From an optimization exercise on the open Yosys and OpenROAD flow, aimed at small area; shortcuts taken in it are not production practice.
Function was checked by simulation only, so behaviour that the tests miss may differ from the original.
No activity file was given, so power comes from the tool's default toggle rates.

Setup of build 88:
==> module fu_ctrl, before the edit <==
module fu_ctrl (
    input  logic      clk,
    input  logic      rst,
    input  fu_ctrl_pkg::inst_t     inst,
    input  logic      valid_id,
    input  logic      cmp_res_fu,
    output logic      issue_ready,
    output logic      branch_ctrl,
    output logic      reg_id_flush,
    output fu_ctrl_pkg::imm_sel_e  imm_sel,
    output fu_ctrl_pkg::alu_op_e   alu_op,
    output fu_ctrl_pkg::jump_op_e  jump_op,
    output logic      alu_src_a,
    output logic      alu_src_b,
    output logic      mem_we,
    output logic      alu_en,
    output logic      mem_en,
    output logic      mul_en,
    output logic      div_en,
    output logic      jump_en,
    output fu_ctrl_pkg::fu_e       write_sel,
    output fu_ctrl_pkg::reg_addr_t rd_ctrl,
    output logic      reg_write
);
    logic c_alu, c_mem, c_mul, c_div, c_jmp;
    inst_decode u_decode (
        .inst, .c_alu, .c_mem, .c_mul, .c_div, .c_jmp,
        .imm_sel, .alu_op, .jump_op, .alu_src_a, .alu_src_b, .mem_we
    );
    logic [4:0] rd, rs1, rs2;
    assign rd  = inst[11:7];
    assign rs1 = inst[19:15];
    assign rs2 = inst[24:20];
    logic       l_alu, l_mem, l_jmp;    
    logic       e1;                     
    logic       p2_mem, p2_jmp;         
    logic       p2_w;                   
    logic [4:0] x1, x0;                 
    logic [2:0] mc;                     
    logic [4:0] dc;                     
    logic [4:0] mul_d, div_d;
    logic       flush_pending;
    assign branch_ctrl  = l_jmp && (e1 || cmp_res_fu);
    assign reg_id_flush = branch_ctrl;
    logic raw1, raw2;
    assign raw1 = rs1 != '0 && ((e1 && x1 == rs1) || (p2_w && x0 == rs1) ||
                                (mc != '0 && mul_d == rs1) || (dc != '0 && div_d == rs1));
    assign raw2 = rs2 != '0 && ((e1 && x1 == rs2) || (p2_w && x0 == rs2) ||
                                (mc != '0 && mul_d == rs2) || (dc != '0 && div_d == rs2));
    logic wm, wd;
    assign wm = rd != '0 && mul_d == rd;
    assign wd = rd != '0 && div_d == rd;
    logic hz_alu, hz_mj, hz_mem, hz_jmp, hz_mul, hz_div, hazard, issue;
    assign hz_alu = l_mem || l_jmp || mc == 3'd2 || dc == 5'd2 ||
                    (wm && mc >= 3'd2) || (wd && dc >= 5'd2);
    assign hz_mj  = mc == 3'd3 || dc == 5'd3 || (wm && mc >= 3'd4) || (wd && dc >= 5'd4);
    assign hz_mem = l_mem || hz_mj;
    assign hz_jmp = l_jmp || hz_mj;
    assign hz_mul = mc >= 3'd2 || dc == 5'd8 || (wd && dc >= 5'd8);
    assign hz_div = dc >= 5'd2;
    assign hazard = ((c_alu || c_mem || c_mul || c_div || c_jmp) && (raw1 || raw2)) ||
                    (c_alu && hz_alu) || (c_mem && hz_mem) || (c_jmp && hz_jmp) ||
                    (c_mul && hz_mul) || (c_div && hz_div);
    assign issue_ready = !hazard || branch_ctrl;
    assign issue = valid_id && !hazard && !branch_ctrl && !flush_pending;
    assign alu_en  = issue && c_alu;
    assign mem_en  = issue && c_mem;
    assign mul_en  = issue && c_mul;
    assign div_en  = issue && c_div;
    assign jump_en = issue && c_jmp;
    logic wr;
    assign wr = !(inst[5] && !inst[4] && !inst[2]);
    logic       wb_mul, wb_div;
    assign wb_mul = mc == 3'd1;
    assign wb_div = dc == 5'd1;
    always_ff @(posedge clk or posedge rst) begin
        if (rst) begin
            l_alu         <= 1'b0;
            l_mem         <= 1'b0;
            l_jmp         <= 1'b0;
            e1            <= 1'b0;
            p2_mem        <= 1'b0;
            p2_jmp        <= 1'b0;
            p2_w          <= 1'b0;
            mc            <= '0;
            dc            <= '0;
            flush_pending <= 1'b0;
            write_sel     <= fu_ctrl_pkg::FU_NONE;
            rd_ctrl       <= '0;
            reg_write     <= 1'b0;
        end else begin
            l_alu         <= alu_en;
            l_mem         <= mem_en;
            l_jmp         <= jump_en;
            e1            <= alu_en || ((mem_en || jump_en) && wr);
            p2_mem        <= l_mem;
            p2_jmp        <= l_jmp;
            p2_w          <= e1 && !l_alu;
            mc            <= mul_en ? 3'd7 : (mc - (mc != '0 ? 3'd1 : 3'd0));
            dc            <= div_en ? 5'd24 : (dc - (dc != '0 ? 5'd1 : 5'd0));
            flush_pending <= branch_ctrl;
            write_sel     <= fu_ctrl_pkg::fu_e'({wb_div || p2_jmp, p2_mem || wb_mul,
                                                 l_alu || wb_mul || p2_jmp});
            rd_ctrl       <= ({5{l_alu}} & x1) | ({5{p2_w}} & x0) |
                             ({5{wb_mul}} & mul_d) | ({5{wb_div}} & div_d);
            reg_write     <= l_alu || p2_w || wb_mul || wb_div;
        end
    end
    always_ff @(posedge clk) begin
        x1 <= rd;
        x0 <= x1;
        if (mul_en) mul_d <= rd;
        if (div_en) div_d <= rd;
    end
endmodule
==> flow/config.mk <==
export PLATFORM = sky130hd
export DESIGN_NAME = fu_ctrl
export DESIGN_NICKNAME = fu_ctrl
export VERILOG_FILES = /design/flow/design.v
export SDC_FILE = /design/flow/constraint.sdc
export NUM_CORES = 4
export LEC_CHECK = 0
export CAP_MARGIN = 0
export CORE_MARGIN = 2
export CORE_UTILIZATION = 40
export SLEW_MARGIN = 0
==> flow/constraint.sdc <==
create_clock -name core_clock -period 9.0 [get_ports {clk}]
set_input_delay 1.8000 -clock core_clock [delete_from_list [all_inputs] [get_ports {clk}]]
set_output_delay 1.8000 -clock core_clock [all_outputs]
set_load 0.01 [all_outputs]
standard.sh (not shown) runs the stock make flow with config.mk's settings and CLKGATE_MAP_FILE= SYNTH_SCRIPT=/design/flow/synth_recipe.tcl, a recipe that flattens the netlist after the stock synthesis.
==> flow/flow/run.sh <==
#!/bin/bash
# Standard layout, except: an area-oriented ABC script in synthesis, the smallest
# buffer on the ports, and no dummy clock loads.
set -euo pipefail
cd "$(dirname "$0")/.."
export MY_WORK=$(pwd)
export MY_ABC_SCRIPT=$MY_WORK/flow/abc_area.script
export BUFFER_PORTS_ARGS="-buffer_cell sky130_fd_sc_hd__buf_1"
export CTS_ARGS="-sink_clustering_enable -repair_clock_nets -dont_use_dummy_load"
bash standard.sh SYNTH_SCRIPT=$MY_WORK/flow/synth.tcl finish > standard_flow.log 2>&1
==> flow/flow/abc_area.script <==
strash
&get -n
&st
&deepsyn -T 20
&nf -R 1000 -p
&put
topo
dnsize -c
==> flow/flow/synth.tcl <==
# The standard synthesis script, with the combinational mapping done by an
# area-oriented ABC script (flow/abc_area.script) instead of the speed script.
proc abc {args} {
  set i [lsearch -exact $args -script]
  if { $i >= 0 } { lset args [expr {$i + 1}] $::env(MY_ABC_SCRIPT) }
  puts "abc args: $args"
  yosys abc {*}$args
}
source $::env(MY_WORK)/synth_recipe.tcl
Build 88 ran to completion and came out clean on the timing, design-rule and antenna checks.
What build 48 does differently from build 88 at the input level:
-- flow/design.v --
<<< build 88, line 201
    assign rs1 = inst[19:15];
    assign rs2 = inst[24:20];
    logic       l_alu, l_mem, l_jmp;    
    logic       e1;                     
    logic       p2_mem, p2_jmp;         
    logic       p2_w;                   
    logic [4:0] x1, x0;                 
    logic [2:0] mc;                     
>>> build 48, line 201
    assign rs1 = inst[19:15];
    assign rs2 = inst[24:20];
    logic [1:0] lu;                     
    logic       e1;                     
    logic       pj, pm, pw;             
    logic       l_alu, l_mem, l_jmp, p2_mem, p2_jmp, p2_w;
    logic [4:0] x1, x0;                 
    logic [2:0] mc;                     
<<< build 88, line 210
    logic [4:0] mul_d, div_d;
    logic       flush_pending;
    assign branch_ctrl  = l_jmp && (e1 || cmp_res_fu);
    assign reg_id_flush = branch_ctrl;
>>> build 48, line 210
    logic [4:0] mul_d, div_d;
    logic       flush_pending;
    assign l_alu  = lu == 2'd1;
    assign l_mem  = lu == 2'd2;
    assign l_jmp  = lu == 2'd3;
    assign p2_mem = pm && !pj;
    assign p2_jmp = pj;
    assign p2_w   = pw;
    assign flush_pending = pj && pm;   
    assign branch_ctrl  = l_jmp && (e1 || cmp_res_fu);
    assign reg_id_flush = branch_ctrl;
<<< build 88, line 221
    assign wd = rd != '0 && div_d == rd;
    logic hz_alu, hz_mj, hz_mem, hz_jmp, hz_mul, hz_div, hazard, issue;
    assign hz_alu = l_mem || l_jmp || mc == 3'd2 || dc == 5'd2 ||
                    (wm && mc >= 3'd2) || (wd && dc >= 5'd2);
    assign hz_mj  = mc == 3'd3 || dc == 5'd3 || (wm && mc >= 3'd4) || (wd && dc >= 5'd4);
>>> build 48, line 228
    assign wd = rd != '0 && div_d == rd;
    logic hz_alu, hz_mj, hz_mem, hz_jmp, hz_mul, hz_div, hazard, issue;
    assign hz_alu = lu[1] || mc == 3'd2 || dc == 5'd2 ||
                    (wm && mc >= 3'd2) || (wd && dc >= 5'd2);
    assign hz_mj  = mc == 3'd3 || dc == 5'd3 || (wm && mc >= 3'd4) || (wd && dc >= 5'd4);
<<< build 88, line 245
    always_ff @(posedge clk or posedge rst) begin
        if (rst) begin
            l_alu         <= 1'b0;
            l_mem         <= 1'b0;
            l_jmp         <= 1'b0;
            e1            <= 1'b0;
            p2_mem        <= 1'b0;
            p2_jmp        <= 1'b0;
            p2_w          <= 1'b0;
            mc            <= '0;
            dc            <= '0;
            flush_pending <= 1'b0;
            write_sel     <= fu_ctrl_pkg::FU_NONE;
            rd_ctrl       <= '0;
            reg_write     <= 1'b0;
        end else begin
            l_alu         <= alu_en;
            l_mem         <= mem_en;
            l_jmp         <= jump_en;
            e1            <= alu_en || ((mem_en || jump_en) && wr);
            p2_mem        <= l_mem;
            p2_jmp        <= l_jmp;
            p2_w          <= e1 && !l_alu;
            mc            <= mul_en ? 3'd7 : (mc - (mc != '0 ? 3'd1 : 3'd0));
            dc            <= div_en ? 5'd24 : (dc - (dc != '0 ? 5'd1 : 5'd0));
            flush_pending <= branch_ctrl;
            write_sel     <= fu_ctrl_pkg::fu_e'({wb_div || p2_jmp, p2_mem || wb_mul,
                                                 l_alu || wb_mul || p2_jmp});
>>> build 48, line 252
    always_ff @(posedge clk or posedge rst) begin
        if (rst) begin
            lu            <= 2'd0;
            e1            <= 1'b0;
            pj            <= 1'b0;
            pm            <= 1'b0;
            pw            <= 1'b0;
            mc            <= '0;
            dc            <= '0;
            write_sel     <= fu_ctrl_pkg::FU_NONE;
            rd_ctrl       <= '0;
            reg_write     <= 1'b0;
        end else begin
            lu            <= {mem_en || jump_en, alu_en || jump_en};
            e1            <= alu_en || ((mem_en || jump_en) && wr);
            pj            <= l_jmp;
            pm            <= l_mem || branch_ctrl;
            pw            <= e1 && lu[1];
            mc            <= mul_en ? 3'd7 : (mc - (mc != '0 ? 3'd1 : 3'd0));
            dc            <= div_en ? 5'd24 : (dc - (dc != '0 ? 5'd1 : 5'd0));
            write_sel     <= fu_ctrl_pkg::fu_e'({wb_div || p2_jmp, p2_mem || wb_mul,
                                                 l_alu || wb_mul || p2_jmp});
Notes after the runs:
Compared with build 88, in build 48 post-synthesis share of cell area spent on xor and xnor gates decreased by 0.32 points relative to the old numbers; post-route cell area shrank by 0.55%.
Summary of build 48 over build 88: total power fell by about 2.7%, sequential share of layout area fell by 1.5 points, setup slack of the most critical reg-to-reg path rose by 0.02 ns.

## re-timing with driven ports
Ports are ideal in the flow. The routed layouts listed here were re-timed in OpenROAD.
Step 1, drivers: a clkbuf_16 drives clk and a buf_2 each remaining input, both assumed.
Step 2 also shifts input and output timing later by t, the mid clock arrival at the registers, as if the neighbouring blocks saw the same clock.
Slacks: ideal / step 1 / step 2; pairs: ideal / step 1.
run | shift t [ns] | setup WS [ns] | worst slew at a driven data input, ns | cell pins on the clock port's net
build 88 | 0.321 | 2.325 / 2.304 / 2.304 | 0.03 | 1
build 48 | 0.305 | 2.279 / 2.259 / 2.259 | 0.04 | 1
After both steps setup and hold are still met in every run listed. The setup slack of build 88, which loses most, moves by -0.021 ns with the drivers and by -0.021 ns with both steps.
